Background: an optimization exercise with open tools, aiming at small area, a short achievable clock period and few clock cycles per item. Do not read the settings as production practice. Only simulation tests tie the RTL to the original design; equivalence was not proved.

### flow/design.v
`timescale 1ns/1ps
package alu_pkg;
	localparam int DATA_W = 32;
	typedef logic [DATA_W-1:0] word_t;
	localparam int SHAMT_W = 5;
	typedef logic [SHAMT_W-1:0] shamt_t;
	typedef enum logic [3:0] {
		OP_ADD  = 4'd0,
		OP_SUB  = 4'd1,
		OP_MUL  = 4'd2,
		OP_AND  = 4'd3,
		OP_OR   = 4'd4,
		OP_XOR  = 4'd5,
		OP_SHL  = 4'd6,
		OP_LSHR = 4'd7,
		OP_ASHR = 4'd8,
		OP_EQ   = 4'd9,
		OP_NE   = 4'd10,
		OP_ULT  = 4'd11,
		OP_ULE  = 4'd12,
		OP_SLT  = 4'd13,
		OP_SLE  = 4'd14
	} alu_op_t;
	localparam int MUL_STAGES_DEF = 4;
endpackage
`timescale 1ns/1ps
module elastic_alu (
	input logic clk,
	input logic rst,
	input logic [31:0] lhs,
	input logic [3:0] lhs_op,
	input logic lhs_valid,
	output logic lhs_ready,
	input logic [31:0] rhs,
	input logic rhs_valid,
	output logic rhs_ready,
	output logic [31:0] result,
	output logic result_valid,
	input logic result_ready
);
	logic d_mul, d_sh, d_one, d_addr, d_subr, d_and, d_or, d_xor, d_cin, d_sgn, d_rt, d_s;
	logic [1:0] d_ck;
	logic [31:0] d_l;
	always_comb begin
		d_mul = (lhs_op == 4'd2);
		d_sh = (lhs_op == 4'd6) | (lhs_op == 4'd7) | (lhs_op == 4'd8);
		d_rt = (lhs_op == 4'd7) | (lhs_op == 4'd8);
		d_s = (lhs_op == 4'd8) & lhs[31];   
		d_addr = (lhs_op == 4'd0);
		d_subr = (lhs_op == 4'd1) | ((lhs_op >= 4'd9) & (lhs_op <= 4'd14));
		d_one = d_addr | d_subr;
		d_and = (lhs_op == 4'd3);
		d_or = (lhs_op == 4'd4);
		d_xor = (lhs_op == 4'd5);
		d_cin = (lhs_op == 4'd1) | (lhs_op == 4'd9) | (lhs_op == 4'd10) | (lhs_op == 4'd11) | (lhs_op == 4'd13);
		d_sgn = (lhs_op == 4'd13) | (lhs_op == 4'd14);
		d_ck = (lhs_op == 4'd9) ? 2'd1 : (lhs_op == 4'd10) ? 2'd2 :
			((lhs_op >= 4'd11) & (lhs_op <= 4'd14)) ? 2'd3 : 2'd0;
		for (int i = 0; i < 32; i++) begin
			d_l[i] = d_rt ? lhs[31 - i] : lhs[i];
		end
	end
	logic lv, rv, fire, adv;
	logic [31:0] a_l, a_r;
	logic [15:0] d_bo, d_bt, d_bn, d_so, d_st, r_bo, r_bt, r_bn, r_so, r_st;
	logic [32:0] d_rr;
	always_comb begin
		d_rr = {rhs, 1'b0};
		for (int j = 0; j < 16; j++) begin
			d_bo[j] = d_rr[2*j+1] ^ d_rr[2*j];
			d_bt[j] = (d_rr[2*j+2] & ~d_rr[2*j+1] & ~d_rr[2*j]) | (~d_rr[2*j+2] & d_rr[2*j+1] & d_rr[2*j]);
			d_bn[j] = d_rr[2*j+2];
			d_so[j] = (rhs[4:1] == j) & ~rhs[0];
			d_st[j] = (rhs[4:1] == j) & rhs[0];
		end
	end
	always_comb begin
		for (int j = 0; j < 16; j++) begin
			a_r[2*j+1] = r_bn[j];
			a_r[2*j] = r_bo[j] ^ ((j == 0) ? 1'b0 : r_bn[(j == 0) ? 0 : j-1]);
		end
	end
	logic a_mul, a_sh, a_one, a_addr, a_subr, a_and, a_or, a_xor, a_cin, a_sgn, a_rt, a_s;
	logic [1:0] a_ck;
	assign fire = lv & rv & adv;
	assign lhs_ready = ~lv | fire;
	assign rhs_ready = ~rv | fire;
	always_ff @(posedge clk or posedge rst) begin
		if (rst) begin
			lv <= 1'b0;
			rv <= 1'b0;
		end else begin
			if (lhs_ready) lv <= lhs_valid;
			if (rhs_ready) rv <= rhs_valid;
		end
	end
	always_ff @(posedge clk) begin
		if (lhs_ready) begin
			a_l <= d_l;
			a_mul <= d_mul;
			a_sh <= d_sh;
			a_one <= d_one;
			a_addr <= d_addr;
			a_subr <= d_subr;
			a_and <= d_and;
			a_or <= d_or;
			a_xor <= d_xor;
			a_cin <= d_cin;
			a_sgn <= d_sgn;
			a_rt <= d_rt;
			a_s <= d_s;
			a_ck <= d_ck;
		end
		if (rhs_ready) begin
			r_bo <= d_bo;
			r_bt <= d_bt;
			r_bn <= d_bn;
			r_so <= d_so;
			r_st <= d_st;
		end
	end
	logic [15:0] one, two, neg;
	logic x0, x32;
	logic [31:0] ad, fill;
	logic eq;
	always_comb begin
		for (int j = 0; j < 16; j++) begin
			one[j] = (a_mul & r_bo[j]) | (a_sh & r_so[j]) | ((j == 0) & a_one);
			two[j] = (a_mul & r_bt[j]) | (a_sh & r_st[j]);
			neg[j] = a_mul & r_bn[j];
		end
		x0 = a_mul ? neg[0] : a_cin;
		x32 = (a_ck != 2'd0) & ~(a_sgn & (a_l[31] ^ a_r[31]));
		for (int i = 0; i < 32; i++) begin
			fill[i] = a_s & (i < a_r[4:0]);
		end
		ad = ({32{a_addr}} & a_r) | ({32{a_subr}} & ~a_r) | ({32{a_and}} & (a_l & a_r)) |
			({32{a_or}} & (a_l | a_r)) | ({32{a_xor}} & (a_l ^ a_r)) | fill;
		eq = (a_l == a_r);
	end
	logic [31:0] pp0, pp1, pp2, pp3, pp4, pp5, pp6, pp7, pp8, pp9, pp10, pp11, pp12, pp13, pp14, pp15;
	logic [32:0] ll;
	assign ll = {a_l, 1'b0};
	always_comb begin
		for (int i = 0; i < 32; i++) begin
			pp0[i] = ((one[0] & ll[i+1]) | (two[0] & ll[i])) ^ neg[0];
			pp1[i] = ((one[1] & ll[i+1]) | (two[1] & ll[i])) ^ neg[1];
			pp2[i] = ((one[2] & ll[i+1]) | (two[2] & ll[i])) ^ neg[2];
			pp3[i] = ((one[3] & ll[i+1]) | (two[3] & ll[i])) ^ neg[3];
			pp4[i] = ((one[4] & ll[i+1]) | (two[4] & ll[i])) ^ neg[4];
			pp5[i] = ((one[5] & ll[i+1]) | (two[5] & ll[i])) ^ neg[5];
			pp6[i] = ((one[6] & ll[i+1]) | (two[6] & ll[i])) ^ neg[6];
			pp7[i] = ((one[7] & ll[i+1]) | (two[7] & ll[i])) ^ neg[7];
			pp8[i] = ((one[8] & ll[i+1]) | (two[8] & ll[i])) ^ neg[8];
			pp9[i] = ((one[9] & ll[i+1]) | (two[9] & ll[i])) ^ neg[9];
			pp10[i] = ((one[10] & ll[i+1]) | (two[10] & ll[i])) ^ neg[10];
			pp11[i] = ((one[11] & ll[i+1]) | (two[11] & ll[i])) ^ neg[11];
			pp12[i] = ((one[12] & ll[i+1]) | (two[12] & ll[i])) ^ neg[12];
			pp13[i] = ((one[13] & ll[i+1]) | (two[13] & ll[i])) ^ neg[13];
			pp14[i] = ((one[14] & ll[i+1]) | (two[14] & ll[i])) ^ neg[14];
			pp15[i] = ((one[15] & ll[i+1]) | (two[15] & ll[i])) ^ neg[15];
		end
	end
	logic [32:0] tx, ty;
	logic t1, t2, t3, t4, t5, t6, t7, t8, t9, t10, t11, t12, t13, t14, t15, t16, t17, t18, t19, t20, t21, t22, t23, t24, t25, t26, t27, t28, t29, t30, t31, t32, t33, t34, t35, t36, t37, t38, t39, t40, t41, t42, t43, t44, t45, t46, t47, t48, t49, t50, t51, t52, t53, t54, t55, t56, t57, t58, t59, t60, t61, t62, t63, t64, t65, t66, t67, t68, t69, t70, t71, t72, t73, t74, t75, t76, t77, t78, t79, t80, t81, t82, t83, t84, t85, t86, t87, t88, t89, t90, t91, t92, t93, t94, t95, t96, t97, t98, t99, t100, t101, t102, t103, t104, t105, t106, t107, t108, t109, t110, t111, t112, t113, t114, t115, t116, t117, t118, t119, t120, t121, t122, t123, t124, t125, t126, t127, t128, t129, t130, t131, t132, t133, t134, t135, t136, t137, t138, t139, t140, t141, t142, t143, t144, t145, t146, t147, t148, t149, t150, t151, t152, t153, t154, t155, t156, t157, t158, t159, t160, t161, t162, t163, t164, t165, t166, t167, t168, t169, t170, t171, t172, t173, t174, t175, t176, t177, t178, t179, t180, t181, t182, t183, t184, t185, t186, t187, t188, t189, t190, t191, t192, t193, t194, t195, t196, t197, t198, t199, t200, t201, t202, t203, t204, t205, t206, t207, t208, t209, t210, t211, t212, t213, t214, t215, t216, t217, t218, t219, t220, t221, t222, t223, t224, t225, t226, t227, t228, t229, t230, t231, t232, t233, t234, t235, t236, t237, t238, t239, t240, t241, t242, t243, t244, t245, t246, t247, t248, t249, t250, t251, t252, t253, t254, t255, t256, t257, t258, t259, t260, t261, t262, t263, t264, t265, t266, t267, t268, t269, t270, t271, t272, t273, t274, t275, t276, t277, t278, t279, t280, t281, t282, t283, t284, t285, t286, t287, t288, t289, t290, t291, t292, t293, t294, t295, t296, t297, t298, t299, t300, t301, t302, t303, t304, t305, t306, t307, t308, t309, t310, t311, t312, t313, t314, t315, t316, t317, t318, t319, t320, t321, t322, t323, t324, t325, t326, t327, t328, t329, t330, t331, t332, t333, t334, t335, t336, t337, t338, t339, t340, t341, t342, t343, t344, t345, t346, t347, t348, t349, t350, t351, t352, t353, t354, t355, t356, t357, t358, t359, t360, t361, t362, t363, t364, t365, t366, t367, t368, t369, t370, t371, t372, t373, t374, t375, t376, t377, t378, t379, t380, t381, t382, t383, t384, t385, t386, t387, t388, t389, t390, t391, t392, t393, t394, t395, t396, t397, t398, t399, t400, t401, t402, t403, t404, t405, t406, t407, t408, t409, t410, t411, t412, t413, t414, t415, t416, t417, t418, t419, t420, t421, t422, t423, t424, t425, t426;
	csa_ha t1_ha (.a(pp0[22]), .b(pp1[20]), .s(t1), .co(t2));
	csa_ha t3_ha (.a(pp0[23]), .b(pp1[21]), .s(t3), .co(t4));
	csa_fa t5_fa (.a(pp0[24]), .b(pp1[22]), .c(pp2[20]), .s(t5), .co(t6));
	csa_ha t7_ha (.a(pp3[18]), .b(pp4[16]), .s(t7), .co(t8));
	csa_fa t9_fa (.a(pp0[25]), .b(pp1[23]), .c(pp2[21]), .s(t9), .co(t10));
	csa_ha t11_ha (.a(pp3[19]), .b(pp4[17]), .s(t11), .co(t12));
	csa_fa t13_fa (.a(pp0[26]), .b(pp1[24]), .c(pp2[22]), .s(t13), .co(t14));
	csa_fa t15_fa (.a(pp3[20]), .b(pp4[18]), .c(pp5[16]), .s(t15), .co(t16));
	csa_ha t17_ha (.a(pp6[14]), .b(pp7[12]), .s(t17), .co(t18));
	csa_fa t19_fa (.a(pp0[27]), .b(pp1[25]), .c(pp2[23]), .s(t19), .co(t20));
	csa_fa t21_fa (.a(pp3[21]), .b(pp4[19]), .c(pp5[17]), .s(t21), .co(t22));
	csa_ha t23_ha (.a(pp6[15]), .b(pp7[13]), .s(t23), .co(t24));
	csa_fa t25_fa (.a(pp0[28]), .b(pp1[26]), .c(pp2[24]), .s(t25), .co(t26));
	csa_fa t27_fa (.a(pp3[22]), .b(pp4[20]), .c(pp5[18]), .s(t27), .co(t28));
	csa_fa t29_fa (.a(pp6[16]), .b(pp7[14]), .c(pp8[12]), .s(t29), .co(t30));
	csa_ha t31_ha (.a(pp9[10]), .b(pp10[8]), .s(t31), .co(t32));
	csa_fa t33_fa (.a(pp0[29]), .b(pp1[27]), .c(pp2[25]), .s(t33), .co(t34));
	csa_fa t35_fa (.a(pp3[23]), .b(pp4[21]), .c(pp5[19]), .s(t35), .co(t36));
	csa_fa t37_fa (.a(pp6[17]), .b(pp7[15]), .c(pp8[13]), .s(t37), .co(t38));
	csa_ha t39_ha (.a(pp9[11]), .b(pp10[9]), .s(t39), .co(t40));
	csa_fa t41_fa (.a(pp0[30]), .b(pp1[28]), .c(pp2[26]), .s(t41), .co(t42));
	csa_fa t43_fa (.a(pp3[24]), .b(pp4[22]), .c(pp5[20]), .s(t43), .co(t44));
	csa_fa t45_fa (.a(pp6[18]), .b(pp7[16]), .c(pp8[14]), .s(t45), .co(t46));
	csa_fa t47_fa (.a(pp9[12]), .b(pp10[10]), .c(pp11[8]), .s(t47), .co(t48));
	csa_ha t49_ha (.a(pp12[6]), .b(pp13[4]), .s(t49), .co(t50));
	csa_fa t51_fa (.a(pp0[31]), .b(pp1[29]), .c(pp2[27]), .s(t51), .co(t52));
	csa_fa t53_fa (.a(pp3[25]), .b(pp4[23]), .c(pp5[21]), .s(t53), .co(t54));
	csa_fa t55_fa (.a(pp6[19]), .b(pp7[17]), .c(pp8[15]), .s(t55), .co(t56));
	csa_fa t57_fa (.a(pp9[13]), .b(pp10[11]), .c(pp11[9]), .s(t57), .co(t58));
	csa_ha t59_ha (.a(pp12[7]), .b(pp13[5]), .s(t59), .co(t60));
	csa_ha t61_ha (.a(pp0[14]), .b(pp1[12]), .s(t61), .co(t62));
	csa_ha t63_ha (.a(pp0[15]), .b(pp1[13]), .s(t63), .co(t64));
	csa_fa t65_fa (.a(pp0[16]), .b(pp1[14]), .c(pp2[12]), .s(t65), .co(t66));
	csa_ha t67_ha (.a(pp3[10]), .b(pp4[8]), .s(t67), .co(t68));
	csa_fa t69_fa (.a(pp0[17]), .b(pp1[15]), .c(pp2[13]), .s(t69), .co(t70));
	csa_ha t71_ha (.a(pp3[11]), .b(pp4[9]), .s(t71), .co(t72));
	csa_fa t73_fa (.a(pp0[18]), .b(pp1[16]), .c(pp2[14]), .s(t73), .co(t74));
	csa_fa t75_fa (.a(pp3[12]), .b(pp4[10]), .c(pp5[8]), .s(t75), .co(t76));
	csa_ha t77_ha (.a(pp6[6]), .b(pp7[4]), .s(t77), .co(t78));
	csa_fa t79_fa (.a(pp0[19]), .b(pp1[17]), .c(pp2[15]), .s(t79), .co(t80));
	csa_fa t81_fa (.a(pp3[13]), .b(pp4[11]), .c(pp5[9]), .s(t81), .co(t82));
	csa_ha t83_ha (.a(pp6[7]), .b(pp7[5]), .s(t83), .co(t84));
	csa_fa t85_fa (.a(pp0[20]), .b(pp1[18]), .c(pp2[16]), .s(t85), .co(t86));
	csa_fa t87_fa (.a(pp3[14]), .b(pp4[12]), .c(pp5[10]), .s(t87), .co(t88));
	csa_fa t89_fa (.a(pp6[8]), .b(pp7[6]), .c(pp8[4]), .s(t89), .co(t90));
	csa_ha t91_ha (.a(pp9[2]), .b(pp10[0]), .s(t91), .co(t92));
	csa_fa t93_fa (.a(pp0[21]), .b(pp1[19]), .c(pp2[17]), .s(t93), .co(t94));
	csa_fa t95_fa (.a(pp3[15]), .b(pp4[13]), .c(pp5[11]), .s(t95), .co(t96));
	csa_fa t97_fa (.a(pp6[9]), .b(pp7[7]), .c(pp8[5]), .s(t97), .co(t98));
	csa_ha t99_ha (.a(pp9[3]), .b(pp10[1]), .s(t99), .co(t100));
	csa_fa t101_fa (.a(t1), .b(pp2[18]), .c(pp3[16]), .s(t101), .co(t102));
	csa_fa t103_fa (.a(pp4[14]), .b(pp5[12]), .c(pp6[10]), .s(t103), .co(t104));
	csa_fa t105_fa (.a(pp7[8]), .b(pp8[6]), .c(pp9[4]), .s(t105), .co(t106));
	csa_fa t107_fa (.a(pp10[2]), .b(pp11[0]), .c(neg[11]), .s(t107), .co(t108));
	csa_fa t109_fa (.a(t3), .b(pp2[19]), .c(pp3[17]), .s(t109), .co(t110));
	csa_fa t111_fa (.a(pp4[15]), .b(pp5[13]), .c(pp6[11]), .s(t111), .co(t112));
	csa_fa t113_fa (.a(pp7[9]), .b(pp8[7]), .c(pp9[5]), .s(t113), .co(t114));
	csa_fa t115_fa (.a(pp10[3]), .b(pp11[1]), .c(ad[23]), .s(t115), .co(t116));
	csa_fa t117_fa (.a(t5), .b(t7), .c(pp5[14]), .s(t117), .co(t118));
	csa_fa t119_fa (.a(pp6[12]), .b(pp7[10]), .c(pp8[8]), .s(t119), .co(t120));
	csa_fa t121_fa (.a(pp9[6]), .b(pp10[4]), .c(pp11[2]), .s(t121), .co(t122));
	csa_fa t123_fa (.a(pp12[0]), .b(neg[12]), .c(ad[24]), .s(t123), .co(t124));
	csa_fa t125_fa (.a(t9), .b(t11), .c(pp5[15]), .s(t125), .co(t126));
	csa_fa t127_fa (.a(pp6[13]), .b(pp7[11]), .c(pp8[9]), .s(t127), .co(t128));
	csa_fa t129_fa (.a(pp9[7]), .b(pp10[5]), .c(pp11[3]), .s(t129), .co(t130));
	csa_fa t131_fa (.a(pp12[1]), .b(ad[25]), .c(t6), .s(t131), .co(t132));
	csa_fa t133_fa (.a(t13), .b(t15), .c(t17), .s(t133), .co(t134));
	csa_fa t135_fa (.a(pp8[10]), .b(pp9[8]), .c(pp10[6]), .s(t135), .co(t136));
	csa_fa t137_fa (.a(pp11[4]), .b(pp12[2]), .c(pp13[0]), .s(t137), .co(t138));
	csa_fa t139_fa (.a(neg[13]), .b(ad[26]), .c(t10), .s(t139), .co(t140));
	csa_fa t141_fa (.a(t19), .b(t21), .c(t23), .s(t141), .co(t142));
	csa_fa t143_fa (.a(pp8[11]), .b(pp9[9]), .c(pp10[7]), .s(t143), .co(t144));
	csa_fa t145_fa (.a(pp11[5]), .b(pp12[3]), .c(pp13[1]), .s(t145), .co(t146));
	csa_fa t147_fa (.a(ad[27]), .b(t14), .c(t16), .s(t147), .co(t148));
	csa_fa t149_fa (.a(t25), .b(t27), .c(t29), .s(t149), .co(t150));
	csa_fa t151_fa (.a(t31), .b(pp11[6]), .c(pp12[4]), .s(t151), .co(t152));
	csa_fa t153_fa (.a(pp13[2]), .b(pp14[0]), .c(neg[14]), .s(t153), .co(t154));
	csa_fa t155_fa (.a(ad[28]), .b(t20), .c(t22), .s(t155), .co(t156));
	csa_fa t157_fa (.a(t33), .b(t35), .c(t37), .s(t157), .co(t158));
	csa_fa t159_fa (.a(t39), .b(pp11[7]), .c(pp12[5]), .s(t159), .co(t160));
	csa_fa t161_fa (.a(pp13[3]), .b(pp14[1]), .c(ad[29]), .s(t161), .co(t162));
	csa_fa t163_fa (.a(t26), .b(t28), .c(t30), .s(t163), .co(t164));
	csa_fa t165_fa (.a(t41), .b(t43), .c(t45), .s(t165), .co(t166));
	csa_fa t167_fa (.a(t47), .b(t49), .c(pp14[2]), .s(t167), .co(t168));
	csa_fa t169_fa (.a(pp15[0]), .b(neg[15]), .c(ad[30]), .s(t169), .co(t170));
	csa_fa t171_fa (.a(t34), .b(t36), .c(t38), .s(t171), .co(t172));
	csa_fa t173_fa (.a(t51), .b(t53), .c(t55), .s(t173), .co(t174));
	csa_fa t175_fa (.a(t57), .b(t59), .c(pp14[3]), .s(t175), .co(t176));
	csa_fa t177_fa (.a(pp15[1]), .b(ad[31]), .c(t42), .s(t177), .co(t178));
	csa_fa t179_fa (.a(t44), .b(t46), .c(t48), .s(t179), .co(t180));
	assign t181 = x32 ^ t52;
	csa_ha t182_ha (.a(pp0[8]), .b(pp1[6]), .s(t182), .co(t183));
	csa_ha t184_ha (.a(pp0[9]), .b(pp1[7]), .s(t184), .co(t185));
	csa_fa t186_fa (.a(pp0[10]), .b(pp1[8]), .c(pp2[6]), .s(t186), .co(t187));
	csa_ha t188_ha (.a(pp3[4]), .b(pp4[2]), .s(t188), .co(t189));
	csa_fa t190_fa (.a(pp0[11]), .b(pp1[9]), .c(pp2[7]), .s(t190), .co(t191));
	csa_ha t192_ha (.a(pp3[5]), .b(pp4[3]), .s(t192), .co(t193));
	csa_fa t194_fa (.a(pp0[12]), .b(pp1[10]), .c(pp2[8]), .s(t194), .co(t195));
	csa_fa t196_fa (.a(pp3[6]), .b(pp4[4]), .c(pp5[2]), .s(t196), .co(t197));
	csa_ha t198_ha (.a(pp6[0]), .b(neg[6]), .s(t198), .co(t199));
	csa_fa t200_fa (.a(pp0[13]), .b(pp1[11]), .c(pp2[9]), .s(t200), .co(t201));
	csa_fa t202_fa (.a(pp3[7]), .b(pp4[5]), .c(pp5[3]), .s(t202), .co(t203));
	csa_ha t204_ha (.a(pp6[1]), .b(ad[13]), .s(t204), .co(t205));
	csa_fa t206_fa (.a(t61), .b(pp2[10]), .c(pp3[8]), .s(t206), .co(t207));
	csa_fa t208_fa (.a(pp4[6]), .b(pp5[4]), .c(pp6[2]), .s(t208), .co(t209));
	csa_fa t210_fa (.a(pp7[0]), .b(neg[7]), .c(ad[14]), .s(t210), .co(t211));
	csa_fa t212_fa (.a(t63), .b(pp2[11]), .c(pp3[9]), .s(t212), .co(t213));
	csa_fa t214_fa (.a(pp4[7]), .b(pp5[5]), .c(pp6[3]), .s(t214), .co(t215));
	csa_fa t216_fa (.a(pp7[1]), .b(ad[15]), .c(t62), .s(t216), .co(t217));
	csa_fa t218_fa (.a(t65), .b(t67), .c(pp5[6]), .s(t218), .co(t219));
	csa_fa t220_fa (.a(pp6[4]), .b(pp7[2]), .c(pp8[0]), .s(t220), .co(t221));
	csa_fa t222_fa (.a(neg[8]), .b(ad[16]), .c(t64), .s(t222), .co(t223));
	csa_fa t224_fa (.a(t69), .b(t71), .c(pp5[7]), .s(t224), .co(t225));
	csa_fa t226_fa (.a(pp6[5]), .b(pp7[3]), .c(pp8[1]), .s(t226), .co(t227));
	csa_fa t228_fa (.a(ad[17]), .b(t66), .c(t68), .s(t228), .co(t229));
	csa_fa t230_fa (.a(t73), .b(t75), .c(t77), .s(t230), .co(t231));
	csa_fa t232_fa (.a(pp8[2]), .b(pp9[0]), .c(neg[9]), .s(t232), .co(t233));
	csa_fa t234_fa (.a(ad[18]), .b(t70), .c(t72), .s(t234), .co(t235));
	csa_fa t236_fa (.a(t79), .b(t81), .c(t83), .s(t236), .co(t237));
	csa_fa t238_fa (.a(pp8[3]), .b(pp9[1]), .c(ad[19]), .s(t238), .co(t239));
	csa_fa t240_fa (.a(t74), .b(t76), .c(t78), .s(t240), .co(t241));
	csa_fa t242_fa (.a(t85), .b(t87), .c(t89), .s(t242), .co(t243));
	csa_fa t244_fa (.a(t91), .b(neg[10]), .c(ad[20]), .s(t244), .co(t245));
	csa_fa t246_fa (.a(t80), .b(t82), .c(t84), .s(t246), .co(t247));
	csa_fa t248_fa (.a(t93), .b(t95), .c(t97), .s(t248), .co(t249));
	csa_fa t250_fa (.a(t99), .b(ad[21]), .c(t86), .s(t250), .co(t251));
	csa_fa t252_fa (.a(t88), .b(t90), .c(t92), .s(t252), .co(t253));
	csa_fa t254_fa (.a(t101), .b(t103), .c(t105), .s(t254), .co(t255));
	csa_fa t256_fa (.a(t107), .b(ad[22]), .c(t94), .s(t256), .co(t257));
	csa_fa t258_fa (.a(t96), .b(t98), .c(t100), .s(t258), .co(t259));
	csa_fa t260_fa (.a(t109), .b(t111), .c(t113), .s(t260), .co(t261));
	csa_fa t262_fa (.a(t115), .b(t2), .c(t102), .s(t262), .co(t263));
	csa_fa t264_fa (.a(t104), .b(t106), .c(t108), .s(t264), .co(t265));
	csa_fa t266_fa (.a(t117), .b(t119), .c(t121), .s(t266), .co(t267));
	csa_fa t268_fa (.a(t123), .b(t4), .c(t110), .s(t268), .co(t269));
	csa_fa t270_fa (.a(t112), .b(t114), .c(t116), .s(t270), .co(t271));
	csa_fa t272_fa (.a(t125), .b(t127), .c(t129), .s(t272), .co(t273));
	csa_fa t274_fa (.a(t131), .b(t8), .c(t118), .s(t274), .co(t275));
	csa_fa t276_fa (.a(t120), .b(t122), .c(t124), .s(t276), .co(t277));
	csa_fa t278_fa (.a(t133), .b(t135), .c(t137), .s(t278), .co(t279));
	csa_fa t280_fa (.a(t139), .b(t12), .c(t126), .s(t280), .co(t281));
	csa_fa t282_fa (.a(t128), .b(t130), .c(t132), .s(t282), .co(t283));
	csa_fa t284_fa (.a(t141), .b(t143), .c(t145), .s(t284), .co(t285));
	csa_fa t286_fa (.a(t147), .b(t18), .c(t134), .s(t286), .co(t287));
	csa_fa t288_fa (.a(t136), .b(t138), .c(t140), .s(t288), .co(t289));
	csa_fa t290_fa (.a(t149), .b(t151), .c(t153), .s(t290), .co(t291));
	csa_fa t292_fa (.a(t155), .b(t24), .c(t142), .s(t292), .co(t293));
	csa_fa t294_fa (.a(t144), .b(t146), .c(t148), .s(t294), .co(t295));
	csa_fa t296_fa (.a(t157), .b(t159), .c(t161), .s(t296), .co(t297));
	csa_fa t298_fa (.a(t163), .b(t32), .c(t150), .s(t298), .co(t299));
	csa_fa t300_fa (.a(t152), .b(t154), .c(t156), .s(t300), .co(t301));
	csa_fa t302_fa (.a(t165), .b(t167), .c(t169), .s(t302), .co(t303));
	csa_fa t304_fa (.a(t171), .b(t40), .c(t158), .s(t304), .co(t305));
	csa_fa t306_fa (.a(t160), .b(t162), .c(t164), .s(t306), .co(t307));
	csa_fa t308_fa (.a(t173), .b(t175), .c(t177), .s(t308), .co(t309));
	csa_fa t310_fa (.a(t179), .b(t50), .c(t166), .s(t310), .co(t311));
	csa_fa t312_fa (.a(t168), .b(t170), .c(t172), .s(t312), .co(t313));
	assign t314 = t181 ^ t54 ^ t56;
	assign t315 = t58 ^ t60 ^ t174;
	assign t316 = t176 ^ t178 ^ t180;
	csa_ha t317_ha (.a(pp0[4]), .b(pp1[2]), .s(t317), .co(t318));
	csa_ha t319_ha (.a(pp0[5]), .b(pp1[3]), .s(t319), .co(t320));
	csa_fa t321_fa (.a(pp0[6]), .b(pp1[4]), .c(pp2[2]), .s(t321), .co(t322));
	csa_ha t323_ha (.a(pp3[0]), .b(neg[3]), .s(t323), .co(t324));
	csa_fa t325_fa (.a(pp0[7]), .b(pp1[5]), .c(pp2[3]), .s(t325), .co(t326));
	csa_ha t327_ha (.a(pp3[1]), .b(ad[7]), .s(t327), .co(t328));
	csa_fa t329_fa (.a(t182), .b(pp2[4]), .c(pp3[2]), .s(t329), .co(t330));
	csa_fa t331_fa (.a(pp4[0]), .b(neg[4]), .c(ad[8]), .s(t331), .co(t332));
	csa_fa t333_fa (.a(t184), .b(pp2[5]), .c(pp3[3]), .s(t333), .co(t334));
	csa_fa t335_fa (.a(pp4[1]), .b(ad[9]), .c(t183), .s(t335), .co(t336));
	csa_fa t337_fa (.a(t186), .b(t188), .c(pp5[0]), .s(t337), .co(t338));
	csa_fa t339_fa (.a(neg[5]), .b(ad[10]), .c(t185), .s(t339), .co(t340));
	csa_fa t341_fa (.a(t190), .b(t192), .c(pp5[1]), .s(t341), .co(t342));
	csa_fa t343_fa (.a(ad[11]), .b(t187), .c(t189), .s(t343), .co(t344));
	csa_fa t345_fa (.a(t194), .b(t196), .c(t198), .s(t345), .co(t346));
	csa_fa t347_fa (.a(ad[12]), .b(t191), .c(t193), .s(t347), .co(t348));
	csa_fa t349_fa (.a(t200), .b(t202), .c(t204), .s(t349), .co(t350));
	csa_fa t351_fa (.a(t195), .b(t197), .c(t199), .s(t351), .co(t352));
	csa_fa t353_fa (.a(t206), .b(t208), .c(t210), .s(t353), .co(t354));
	csa_fa t355_fa (.a(t201), .b(t203), .c(t205), .s(t355), .co(t356));
	csa_fa t357_fa (.a(t212), .b(t214), .c(t216), .s(t357), .co(t358));
	csa_fa t359_fa (.a(t207), .b(t209), .c(t211), .s(t359), .co(t360));
	csa_fa t361_fa (.a(t218), .b(t220), .c(t222), .s(t361), .co(t362));
	csa_fa t363_fa (.a(t213), .b(t215), .c(t217), .s(t363), .co(t364));
	csa_fa t365_fa (.a(t224), .b(t226), .c(t228), .s(t365), .co(t366));
	csa_fa t367_fa (.a(t219), .b(t221), .c(t223), .s(t367), .co(t368));
	csa_fa t369_fa (.a(t230), .b(t232), .c(t234), .s(t369), .co(t370));
	csa_fa t371_fa (.a(t225), .b(t227), .c(t229), .s(t371), .co(t372));
	csa_fa t373_fa (.a(t236), .b(t238), .c(t240), .s(t373), .co(t374));
	csa_fa t375_fa (.a(t231), .b(t233), .c(t235), .s(t375), .co(t376));
	csa_fa t377_fa (.a(t242), .b(t244), .c(t246), .s(t377), .co(t378));
	csa_fa t379_fa (.a(t237), .b(t239), .c(t241), .s(t379), .co(t380));
	csa_fa t381_fa (.a(t248), .b(t250), .c(t252), .s(t381), .co(t382));
	csa_fa t383_fa (.a(t243), .b(t245), .c(t247), .s(t383), .co(t384));
	csa_fa t385_fa (.a(t254), .b(t256), .c(t258), .s(t385), .co(t386));
	csa_fa t387_fa (.a(t249), .b(t251), .c(t253), .s(t387), .co(t388));
	csa_fa t389_fa (.a(t260), .b(t262), .c(t264), .s(t389), .co(t390));
	csa_fa t391_fa (.a(t255), .b(t257), .c(t259), .s(t391), .co(t392));
	csa_fa t393_fa (.a(t266), .b(t268), .c(t270), .s(t393), .co(t394));
	csa_fa t395_fa (.a(t261), .b(t263), .c(t265), .s(t395), .co(t396));
	csa_fa t397_fa (.a(t272), .b(t274), .c(t276), .s(t397), .co(t398));
	csa_fa t399_fa (.a(t267), .b(t269), .c(t271), .s(t399), .co(t400));
	csa_fa t401_fa (.a(t278), .b(t280), .c(t282), .s(t401), .co(t402));
	csa_fa t403_fa (.a(t273), .b(t275), .c(t277), .s(t403), .co(t404));
	csa_fa t405_fa (.a(t284), .b(t286), .c(t288), .s(t405), .co(t406));
	csa_fa t407_fa (.a(t279), .b(t281), .c(t283), .s(t407), .co(t408));
	csa_fa t409_fa (.a(t290), .b(t292), .c(t294), .s(t409), .co(t410));
	csa_fa t411_fa (.a(t285), .b(t287), .c(t289), .s(t411), .co(t412));
	csa_fa t413_fa (.a(t296), .b(t298), .c(t300), .s(t413), .co(t414));
	csa_fa t415_fa (.a(t291), .b(t293), .c(t295), .s(t415), .co(t416));
	csa_fa t417_fa (.a(t302), .b(t304), .c(t306), .s(t417), .co(t418));
	csa_fa t419_fa (.a(t297), .b(t299), .c(t301), .s(t419), .co(t420));
	csa_fa t421_fa (.a(t308), .b(t310), .c(t312), .s(t421), .co(t422));
	csa_fa t423_fa (.a(t303), .b(t305), .c(t307), .s(t423), .co(t424));
	assign t425 = t314 ^ t315 ^ t316;
	assign t426 = t309 ^ t311 ^ t313;
	logic q0_0, q0_1, q0_2, q1_0, q1_1, q2_0, q2_1, q2_2, q2_3, q3_0, q3_1, q3_2, q4_0, q4_1, q4_2, q4_3, q5_0, q5_1, q5_2, q5_3, q6_0, q6_1, q6_2, q6_3, q7_0, q7_1, q7_2, q7_3, q8_0, q8_1, q8_2, q8_3, q9_0, q9_1, q9_2, q9_3, q10_0, q10_1, q10_2, q10_3, q11_0, q11_1, q11_2, q11_3, q12_0, q12_1, q12_2, q12_3, q13_0, q13_1, q13_2, q13_3, q14_0, q14_1, q14_2, q14_3, q15_0, q15_1, q15_2, q15_3, q16_0, q16_1, q16_2, q16_3, q17_0, q17_1, q17_2, q17_3, q18_0, q18_1, q18_2, q18_3, q19_0, q19_1, q19_2, q19_3, q20_0, q20_1, q20_2, q20_3, q21_0, q21_1, q21_2, q21_3, q22_0, q22_1, q22_2, q22_3, q23_0, q23_1, q23_2, q23_3, q24_0, q24_1, q24_2, q24_3, q25_0, q25_1, q25_2, q25_3, q26_0, q26_1, q26_2, q26_3, q27_0, q27_1, q27_2, q27_3, q28_0, q28_1, q28_2, q28_3, q29_0, q29_1, q29_2, q29_3, q30_0, q30_1, q30_2, q30_3, q31_0, q31_1, q31_2, q31_3, q32_0, q32_1, q32_2, q32_3;
	always_ff @(posedge clk) begin
		if (adv) begin
			q0_0 <= pp0[0];
			q0_1 <= x0;
			q0_2 <= ad[0];
			q1_0 <= pp0[1];
			q1_1 <= ad[1];
			q2_0 <= pp0[2];
			q2_1 <= pp1[0];
			q2_2 <= neg[1];
			q2_3 <= ad[2];
			q3_0 <= pp0[3];
			q3_1 <= pp1[1];
			q3_2 <= ad[3];
			q4_0 <= t317;
			q4_1 <= pp2[0];
			q4_2 <= neg[2];
			q4_3 <= ad[4];
			q5_0 <= t319;
			q5_1 <= pp2[1];
			q5_2 <= ad[5];
			q5_3 <= t318;
			q6_0 <= t321;
			q6_1 <= t323;
			q6_2 <= ad[6];
			q6_3 <= t320;
			q7_0 <= t325;
			q7_1 <= t327;
			q7_2 <= t322;
			q7_3 <= t324;
			q8_0 <= t329;
			q8_1 <= t331;
			q8_2 <= t326;
			q8_3 <= t328;
			q9_0 <= t333;
			q9_1 <= t335;
			q9_2 <= t330;
			q9_3 <= t332;
			q10_0 <= t337;
			q10_1 <= t339;
			q10_2 <= t334;
			q10_3 <= t336;
			q11_0 <= t341;
			q11_1 <= t343;
			q11_2 <= t338;
			q11_3 <= t340;
			q12_0 <= t345;
			q12_1 <= t347;
			q12_2 <= t342;
			q12_3 <= t344;
			q13_0 <= t349;
			q13_1 <= t351;
			q13_2 <= t346;
			q13_3 <= t348;
			q14_0 <= t353;
			q14_1 <= t355;
			q14_2 <= t350;
			q14_3 <= t352;
			q15_0 <= t357;
			q15_1 <= t359;
			q15_2 <= t354;
			q15_3 <= t356;
			q16_0 <= t361;
			q16_1 <= t363;
			q16_2 <= t358;
			q16_3 <= t360;
			q17_0 <= t365;
			q17_1 <= t367;
			q17_2 <= t362;
			q17_3 <= t364;
			q18_0 <= t369;
			q18_1 <= t371;
			q18_2 <= t366;
			q18_3 <= t368;
			q19_0 <= t373;
			q19_1 <= t375;
			q19_2 <= t370;
			q19_3 <= t372;
			q20_0 <= t377;
			q20_1 <= t379;
			q20_2 <= t374;
			q20_3 <= t376;
			q21_0 <= t381;
			q21_1 <= t383;
			q21_2 <= t378;
			q21_3 <= t380;
			q22_0 <= t385;
			q22_1 <= t387;
			q22_2 <= t382;
			q22_3 <= t384;
			q23_0 <= t389;
			q23_1 <= t391;
			q23_2 <= t386;
			q23_3 <= t388;
			q24_0 <= t393;
			q24_1 <= t395;
			q24_2 <= t390;
			q24_3 <= t392;
			q25_0 <= t397;
			q25_1 <= t399;
			q25_2 <= t394;
			q25_3 <= t396;
			q26_0 <= t401;
			q26_1 <= t403;
			q26_2 <= t398;
			q26_3 <= t400;
			q27_0 <= t405;
			q27_1 <= t407;
			q27_2 <= t402;
			q27_3 <= t404;
			q28_0 <= t409;
			q28_1 <= t411;
			q28_2 <= t406;
			q28_3 <= t408;
			q29_0 <= t413;
			q29_1 <= t415;
			q29_2 <= t410;
			q29_3 <= t412;
			q30_0 <= t417;
			q30_1 <= t419;
			q30_2 <= t414;
			q30_3 <= t416;
			q31_0 <= t421;
			q31_1 <= t423;
			q31_2 <= t418;
			q31_3 <= t420;
			q32_0 <= t425;
			q32_1 <= t426;
			q32_2 <= t422;
			q32_3 <= t424;
		end
	end
	logic u1, u2, u3, u4, u5, u6, u7, u8, u9, u10, u11, u12, u13, u14, u15, u16, u17, u18, u19, u20, u21, u22, u23, u24, u25, u26, u27, u28, u29, u30, u31, u32, u33, u34, u35, u36, u37, u38, u39, u40, u41, u42, u43, u44, u45, u46, u47, u48, u49, u50, u51, u52, u53, u54, u55, u56, u57, u58, u59, u60, u61, u62, u63, u64, u65, u66, u67, u68, u69, u70, u71, u72, u73, u74, u75, u76, u77, u78, u79, u80, u81, u82, u83, u84, u85, u86, u87, u88, u89, u90, u91, u92, u93, u94, u95, u96, u97, u98, u99, u100, u101, u102, u103, u104, u105, u106, u107, u108, u109, u110, u111, u112, u113, u114, u115, u116, u117, u118, u119, u120, u121, u122, u123, u124, u125, u126;
	csa_ha u1_ha (.a(q2_0), .b(q2_1), .s(u1), .co(u2));
	csa_ha u3_ha (.a(q3_0), .b(q3_1), .s(u3), .co(u4));
	csa_fa u5_fa (.a(q4_0), .b(q4_1), .c(q4_2), .s(u5), .co(u6));
	csa_fa u7_fa (.a(q5_0), .b(q5_1), .c(q5_2), .s(u7), .co(u8));
	csa_fa u9_fa (.a(q6_0), .b(q6_1), .c(q6_2), .s(u9), .co(u10));
	csa_fa u11_fa (.a(q7_0), .b(q7_1), .c(q7_2), .s(u11), .co(u12));
	csa_fa u13_fa (.a(q8_0), .b(q8_1), .c(q8_2), .s(u13), .co(u14));
	csa_fa u15_fa (.a(q9_0), .b(q9_1), .c(q9_2), .s(u15), .co(u16));
	csa_fa u17_fa (.a(q10_0), .b(q10_1), .c(q10_2), .s(u17), .co(u18));
	csa_fa u19_fa (.a(q11_0), .b(q11_1), .c(q11_2), .s(u19), .co(u20));
	csa_fa u21_fa (.a(q12_0), .b(q12_1), .c(q12_2), .s(u21), .co(u22));
	csa_fa u23_fa (.a(q13_0), .b(q13_1), .c(q13_2), .s(u23), .co(u24));
	csa_fa u25_fa (.a(q14_0), .b(q14_1), .c(q14_2), .s(u25), .co(u26));
	csa_fa u27_fa (.a(q15_0), .b(q15_1), .c(q15_2), .s(u27), .co(u28));
	csa_fa u29_fa (.a(q16_0), .b(q16_1), .c(q16_2), .s(u29), .co(u30));
	csa_fa u31_fa (.a(q17_0), .b(q17_1), .c(q17_2), .s(u31), .co(u32));
	csa_fa u33_fa (.a(q18_0), .b(q18_1), .c(q18_2), .s(u33), .co(u34));
	csa_fa u35_fa (.a(q19_0), .b(q19_1), .c(q19_2), .s(u35), .co(u36));
	csa_fa u37_fa (.a(q20_0), .b(q20_1), .c(q20_2), .s(u37), .co(u38));
	csa_fa u39_fa (.a(q21_0), .b(q21_1), .c(q21_2), .s(u39), .co(u40));
	csa_fa u41_fa (.a(q22_0), .b(q22_1), .c(q22_2), .s(u41), .co(u42));
	csa_fa u43_fa (.a(q23_0), .b(q23_1), .c(q23_2), .s(u43), .co(u44));
	csa_fa u45_fa (.a(q24_0), .b(q24_1), .c(q24_2), .s(u45), .co(u46));
	csa_fa u47_fa (.a(q25_0), .b(q25_1), .c(q25_2), .s(u47), .co(u48));
	csa_fa u49_fa (.a(q26_0), .b(q26_1), .c(q26_2), .s(u49), .co(u50));
	csa_fa u51_fa (.a(q27_0), .b(q27_1), .c(q27_2), .s(u51), .co(u52));
	csa_fa u53_fa (.a(q28_0), .b(q28_1), .c(q28_2), .s(u53), .co(u54));
	csa_fa u55_fa (.a(q29_0), .b(q29_1), .c(q29_2), .s(u55), .co(u56));
	csa_fa u57_fa (.a(q30_0), .b(q30_1), .c(q30_2), .s(u57), .co(u58));
	csa_fa u59_fa (.a(q31_0), .b(q31_1), .c(q31_2), .s(u59), .co(u60));
	assign u61 = q32_0 ^ q32_1 ^ q32_2;
	csa_ha u62_ha (.a(q0_0), .b(q0_1), .s(u62), .co(u63));
	csa_ha u64_ha (.a(q1_0), .b(q1_1), .s(u64), .co(u65));
	csa_fa u66_fa (.a(u1), .b(q2_2), .c(q2_3), .s(u66), .co(u67));
	csa_fa u68_fa (.a(u3), .b(q3_2), .c(u2), .s(u68), .co(u69));
	csa_fa u70_fa (.a(u5), .b(q4_3), .c(u4), .s(u70), .co(u71));
	csa_fa u72_fa (.a(u7), .b(q5_3), .c(u6), .s(u72), .co(u73));
	csa_fa u74_fa (.a(u9), .b(q6_3), .c(u8), .s(u74), .co(u75));
	csa_fa u76_fa (.a(u11), .b(q7_3), .c(u10), .s(u76), .co(u77));
	csa_fa u78_fa (.a(u13), .b(q8_3), .c(u12), .s(u78), .co(u79));
	csa_fa u80_fa (.a(u15), .b(q9_3), .c(u14), .s(u80), .co(u81));
	csa_fa u82_fa (.a(u17), .b(q10_3), .c(u16), .s(u82), .co(u83));
	csa_fa u84_fa (.a(u19), .b(q11_3), .c(u18), .s(u84), .co(u85));
	csa_fa u86_fa (.a(u21), .b(q12_3), .c(u20), .s(u86), .co(u87));
	csa_fa u88_fa (.a(u23), .b(q13_3), .c(u22), .s(u88), .co(u89));
	csa_fa u90_fa (.a(u25), .b(q14_3), .c(u24), .s(u90), .co(u91));
	csa_fa u92_fa (.a(u27), .b(q15_3), .c(u26), .s(u92), .co(u93));
	csa_fa u94_fa (.a(u29), .b(q16_3), .c(u28), .s(u94), .co(u95));
	csa_fa u96_fa (.a(u31), .b(q17_3), .c(u30), .s(u96), .co(u97));
	csa_fa u98_fa (.a(u33), .b(q18_3), .c(u32), .s(u98), .co(u99));
	csa_fa u100_fa (.a(u35), .b(q19_3), .c(u34), .s(u100), .co(u101));
	csa_fa u102_fa (.a(u37), .b(q20_3), .c(u36), .s(u102), .co(u103));
	csa_fa u104_fa (.a(u39), .b(q21_3), .c(u38), .s(u104), .co(u105));
	csa_fa u106_fa (.a(u41), .b(q22_3), .c(u40), .s(u106), .co(u107));
	csa_fa u108_fa (.a(u43), .b(q23_3), .c(u42), .s(u108), .co(u109));
	csa_fa u110_fa (.a(u45), .b(q24_3), .c(u44), .s(u110), .co(u111));
	csa_fa u112_fa (.a(u47), .b(q25_3), .c(u46), .s(u112), .co(u113));
	csa_fa u114_fa (.a(u49), .b(q26_3), .c(u48), .s(u114), .co(u115));
	csa_fa u116_fa (.a(u51), .b(q27_3), .c(u50), .s(u116), .co(u117));
	csa_fa u118_fa (.a(u53), .b(q28_3), .c(u52), .s(u118), .co(u119));
	csa_fa u120_fa (.a(u55), .b(q29_3), .c(u54), .s(u120), .co(u121));
	csa_fa u122_fa (.a(u57), .b(q30_3), .c(u56), .s(u122), .co(u123));
	csa_fa u124_fa (.a(u59), .b(q31_3), .c(u58), .s(u124), .co(u125));
	assign u126 = u61 ^ q32_3 ^ u60;
	assign tx = {u126, u124, u122, u120, u118, u116, u114, u112, u110, u108, u106, u104, u102, u100, u98, u96, u94, u92, u90, u88, u86, u84, u82, u80, u78, u76, u74, u72, u70, u68, u66, u64, u62};
	assign ty = {u125, u123, u121, u119, u117, u115, u113, u111, u109, u107, u105, u103, u101, u99, u97, u95, u93, u91, u89, u87, u85, u83, u81, u79, u77, u75, u73, u71, u69, u67, u65, u63, q0_2};
	logic bv;
	logic b_rt, b_cmp, b_sg, b_eq;
	always_ff @(posedge clk or posedge rst) begin
		if (rst) begin
			bv <= 1'b0;
		end else if (adv) begin
			bv <= fire;
		end
	end
	always_ff @(posedge clk) begin
		if (adv) begin
			b_rt <= a_rt;
			b_cmp <= (a_ck != 2'd0);
			b_sg <= (a_ck == 2'd3);
			b_eq <= (a_ck == 2'd1) ? eq : ~eq;
		end
	end
	logic [32:0] sum;
	logic [31:0] res;
	assign sum = tx + ty;
	always_comb begin
		for (int i = 0; i < 32; i++) begin
			res[i] = ~b_cmp & (b_rt ? sum[31 - i] : sum[i]);
		end
		res[0] = b_cmp ? (b_sg ? sum[32] : b_eq) : b_rt ? sum[31] : sum[0];
	end
	logic ov, sv, take;
	logic [31:0] o_d, s_d;
	assign adv = ~sv;
	assign take = ov & result_ready;
	assign result_valid = ov;
	assign result = o_d;
	always_ff @(posedge clk or posedge rst) begin
		if (rst) begin
			ov <= 1'b0;
			sv <= 1'b0;
		end else if (sv) begin
			if (take) sv <= 1'b0;
		end else if (bv) begin
			if (ov & ~take) sv <= 1'b1;
			else ov <= 1'b1;
		end else if (take) begin
			ov <= 1'b0;
		end
	end
	always_ff @(posedge clk) begin
		if (sv) begin
			if (take) o_d <= s_d;
		end else begin
			s_d <= res;
			if (bv & (~ov | take)) o_d <= res;
		end
	end
endmodule
module csa_fa (
	input logic a,
	input logic b,
	input logic c,
	output logic s,
	output logic co
);
	assign s = a ^ b ^ c;
	assign co = (a & b) | (a & c) | (b & c);
endmodule
module csa_ha (
	input logic a,
	input logic b,
	output logic s,
	output logic co
);
	assign s = a ^ b;
	assign co = a & b;
endmodule
### flow/flow/run.sh
#!/bin/bash
set -euo pipefail
MARGIN=${MARGIN:-6.5}
sed "s/\"\\\${@:-finish}\"/SETUP_SLACK_MARGIN=$MARGIN \"\${@:-finish}\"/" standard.sh > flow/standard_margin.sh
grep -q "SETUP_SLACK_MARGIN=$MARGIN" flow/standard_margin.sh
bash flow/standard_margin.sh > make_flow.log 2>&1
### flow/standard.sh
#!/bin/bash
# synth_recipe.tcl (not shown) runs the flow's synth.tcl, then flattens the netlist and writes it again
# the make line also repeats each setting of config.mk as NAME=value (left out here)
make -C /OpenROAD-flow-scripts/flow DESIGN_CONFIG=/design/flow/config.mk WORK_HOME=/design/flow/orfs CLKGATE_MAP_FILE= SYNTH_SCRIPT=/design/flow/synth_recipe.tcl "${@:-finish}"
### flow/config.mk
export PLATFORM = sky130hd
export DESIGN_NAME = elastic_alu
export DESIGN_NICKNAME = elastic_alu
export VERILOG_FILES = /design/flow/design.v
export SDC_FILE = /design/flow/constraint.sdc
export NUM_CORES = 4
export LEC_CHECK = 0
export CAP_MARGIN = 20
export CORE_MARGIN = 2
export CORE_UTILIZATION = 40
export SLEW_MARGIN = 20
export SYNTH_HIERARCHICAL = 1
### flow/constraint.sdc
create_clock -name core_clock -period 10.0 [get_ports {clk}]
set_input_delay 2.0000 -clock core_clock [delete_from_list [all_inputs] [get_ports {clk}]]
set_output_delay 2.0000 -clock core_clock [all_outputs]
set_load 0.01 [all_outputs]
==> summary.txt <==
[worst max-delay path, cell delays in order (launching register included)]
cell      delay (ps)
edfxtp_1         370
buf_6            160
buf_12           140
a221o_2          390
buf_12           170
a22oi_2          160
xor2_1           230
fa_2             530
fa_1             510
fa_2             550
fa_2             430
[stage by stage]
stage | utilization | instance area (µm²) | std cells
floorplan | - | 27600 | 2342
global placement | 0.437 | 29300 | 3189
detailed placement | 0.437 | 29300 | 3189
CTS | 0.482 | 32300 | 3323
global route | 0.488 | 32700 | 3334
finish | 0.488 | 32700 | 3334
[Yosys stat by module, one instance, submodules excluded]
module	copies in the design	cells	flip-flops and latches	area, µm²
csa_fa	240	1	0	20.0
csa_ha	32	1	0	12.5
elastic_alu	1	2070	327	21800
[area by class of cell]
cell class | count | area share
timing repair buffer | 225 | 0.0716
clock inverter | 25 | 0.00803
inverter | 106 | 0.0129
sequential | 327 | 0.299
clock buffer | 43 | 0.0296
tap | 873 | 0.0334
multi-input combinational | 1735 | 0.545
[per-layer routing]
metal  track usage  vias to the layer above  wire length [µm]  share of wire
met5             0                        -                 0              0
met4         0.130                        0              4840          0.054
met3        0.0362                      231              6390          0.071
met2         0.409                      985             41600           0.46
met1         0.339                    10200             36900           0.41
li1              -                     8608                 -              -
[cell usage after synthesis (5+ instances only)]
library cell | n | area [µm²]
xor2_1 | 70 | 613
inv_1 | 94 | 353
nor2b_1 | 14 | 87.6
a22oi_1 | 264 | 1980
o2111ai_1 | 10 | 87.6
ha_1 | 146 | 1830
and2_1 | 26 | 163
a211oi_1 | 6 | 45.0
nand3b_1 | 13 | 97.6
a221oi_1 | 7 | 61.3
nor3_1 | 10 | 50.1
o22ai_1 | 7 | 43.8
nand3_1 | 21 | 105
a31oi_1 | 7 | 43.8
xnor2_1 | 270 | 2360
and3_1 | 22 | 138
mux2i_1 | 23 | 230
inv_2 | 8 | 30.0
a222oi_1 | 5 | 50.1
nor4_1 | 12 | 75.1
a22o_1 | 31 | 272
edfxtp_1 | 322 | 9670
a21oi_1 | 71 | 355
nand2_1 | 165 | 619
o31ai_1 | 15 | 113
fa_1 | 241 | 4820
dfrtp_1 | 5 | 125
nor2_1 | 44 | 165
nand4_1 | 12 | 75.1
a21o_1 | 18 | 135
mux2_2 | 41 | 462
o21ai_0 | 68 | 340
buf_1 | 26 | 97.6
clkbuf_1 | 141 | 529
o221ai_1 | 6 | 52.6
nand2b_1 | 25 | 156
o211ai_1 | 5 | 37.5
buf_2 | 10 | 50.1
[repair_timing]
item | 4_1_cts | 5_1_grt
gates cloned | 10 | 0
pin swaps | 100 | 53
gates resized for setup | 290 | 66
endpoints found under the setup margin | 183 | 169
setup buffers | 56 | 11
[state kept, by name, indices dropped and copies added (netlist names), 2 cells and up]
name,cells
r_bn,16
o_d,32
a_l,32
s_d,32
a_ck,2
r_bo,16
r_st,16
r_so,16
r_bt,16
[logic make-up after synthesis]
family,share of synthesized area
AND/OR/NAND/NOR,0.0669
adder cells (fa/ha/maj),0.246
buffers and inverters,0.0401
AO/OA/AOI/OAI,0.149
flip-flops,0.362
multiplexers,0.0256
XOR/XNOR,0.110
[worst paths after layout]
| kind | from | end | slack, ps |
|---|---|---|---|
| worst max-delay path | a_mul | q25_0 | 6050 |
| worst min-delay path | a_rt | b_rt | 430 |
| worst max register to register | a_mul | q25_0 | 6050 |
| worst min register to register | a_rt | b_rt | 430 |
| max in group asynchronous | rst | sv | 8170 |
| min in group asynchronous | rst | rv | 1630 |
==> qor.yml <==
hold_slack_ps: 429
grt-ovfl-total: 0
cts_sinks: 327
outcome: "timing/DRC/antenna clean"
die_w_um: 264
relSlewSlack: 0.319
layout_commonest_cell: "edfxtp_1"
nNetsFinal: 2893
cts_tree: "yes"
placementRows: 95
antenna_found_initial: 0
min_path_cells: 0
design.core.area_um2: 67000
pre_cts_ws_ps: 5160
grt_pass1_vias: 20500
drv_slew: 0
die_area_um2: 69700
postCtsHoldBufs: 0
cp-start-kind: "flip-flop"
io-pin-count: 108
cts_root_buf: "clkbuf_16"
grt_pass1_wl_um: 133000
regArea_um2: 9800
reg2reg_depth: 10
multi_input_area_um2: 17800
dp_hpwl_um: 61700
yosys_warnings: 7
critPathKind: "reg2reg"
async_reset_ff_frac: 0.0153
max_clock_freq_mhz: 253
syn_inst: 2342
hold_viol_final: 0
fin_skew_ps: 37.3
synthDistinctLibCells: 70
insertion_delay_ps: 580
drc: 0
postSynthAreaPerCell_um2: 11.6
arrival_ps: 4240
synth_area_um2: 27100
worstPathMaxFanout: 12
grt_max_degree: 102
initial_utilization: 0.404
min_period_over_period: 0.395
layout_min_cycle_time_ps: 3950
rsz0062_at_grt: "true"
drtIter0Drc: 2084
drt_first_pass_iters: 8
setup_slack_ps: 6050
cts-buffers-inserted: 38
area_growth_pct: 21.0
cts_buffer_depth: 3
avgViaCountPerCell: 6.00
gp_congestion: 0.936
fill_cells: 5882
synth_edf_count: 322
routed_wl_um: 89700
ys_seq_area_frac: 0.362
fin_tns_setup_ps: 0
clkTransAtPathRegs_ps: 60
num_vias: 20000
grtUsageTotal: 0.255
wire_per_inst_um: 26.9
ys_ff_latch: 327
syn-num-nets: 2802
htreeDepth: 2
ant_nets: 0
finalSetupViolCount: 0
endpoint_kind: "flip-flop"
holdCritPathClass: "reg2reg"
worstMarginPinSlew_ps: 1020
drive_gt1_frac: 0.209
final_cell_mix: "322 x edfxtp_1, 258 x xnor2_1, 220 x a22oi_1"
drv_cap: 0
io_buffers: 107
yosys_most_used_dff: "edfxtp_1"
required_ps: 10290
die_h_um: 264
antennaDiodeCount: 0
Testbench counts, summed over its fixed seeds: cycles 16,024, items 16,000.

-- port drivers added, routing unchanged --
The flow's constraints put no driver on any port. The routed layout listed below was extracted and timed again, unchanged, in two steps.
Step 1 sets driving cells, clkbuf_16 on the clock port and buf_2 on the other inputs (assumed; they add their load-dependent delay and slew).
Step 2, shift: input delay + t, output delay - t, t = (earliest + latest rising clock arrival at the registers) / 2. This alone moves slack from input paths to output paths.
Three values: ideal ports, drivers, drivers and shift; two values: the first two.
t (ns): 0.629
setup slack, ns: 6.051 / 6.051 / 6.051
worst setup path after step 2: register to register
latest minus earliest clock arrival (ns): 0.037 / 0.038
pins driven straight from the clock port: 1
After both steps setup and hold are still met in this run. For this run, drivers alone change the setup slack by 0.000 ns; drivers and shift together by 0.000 ns.
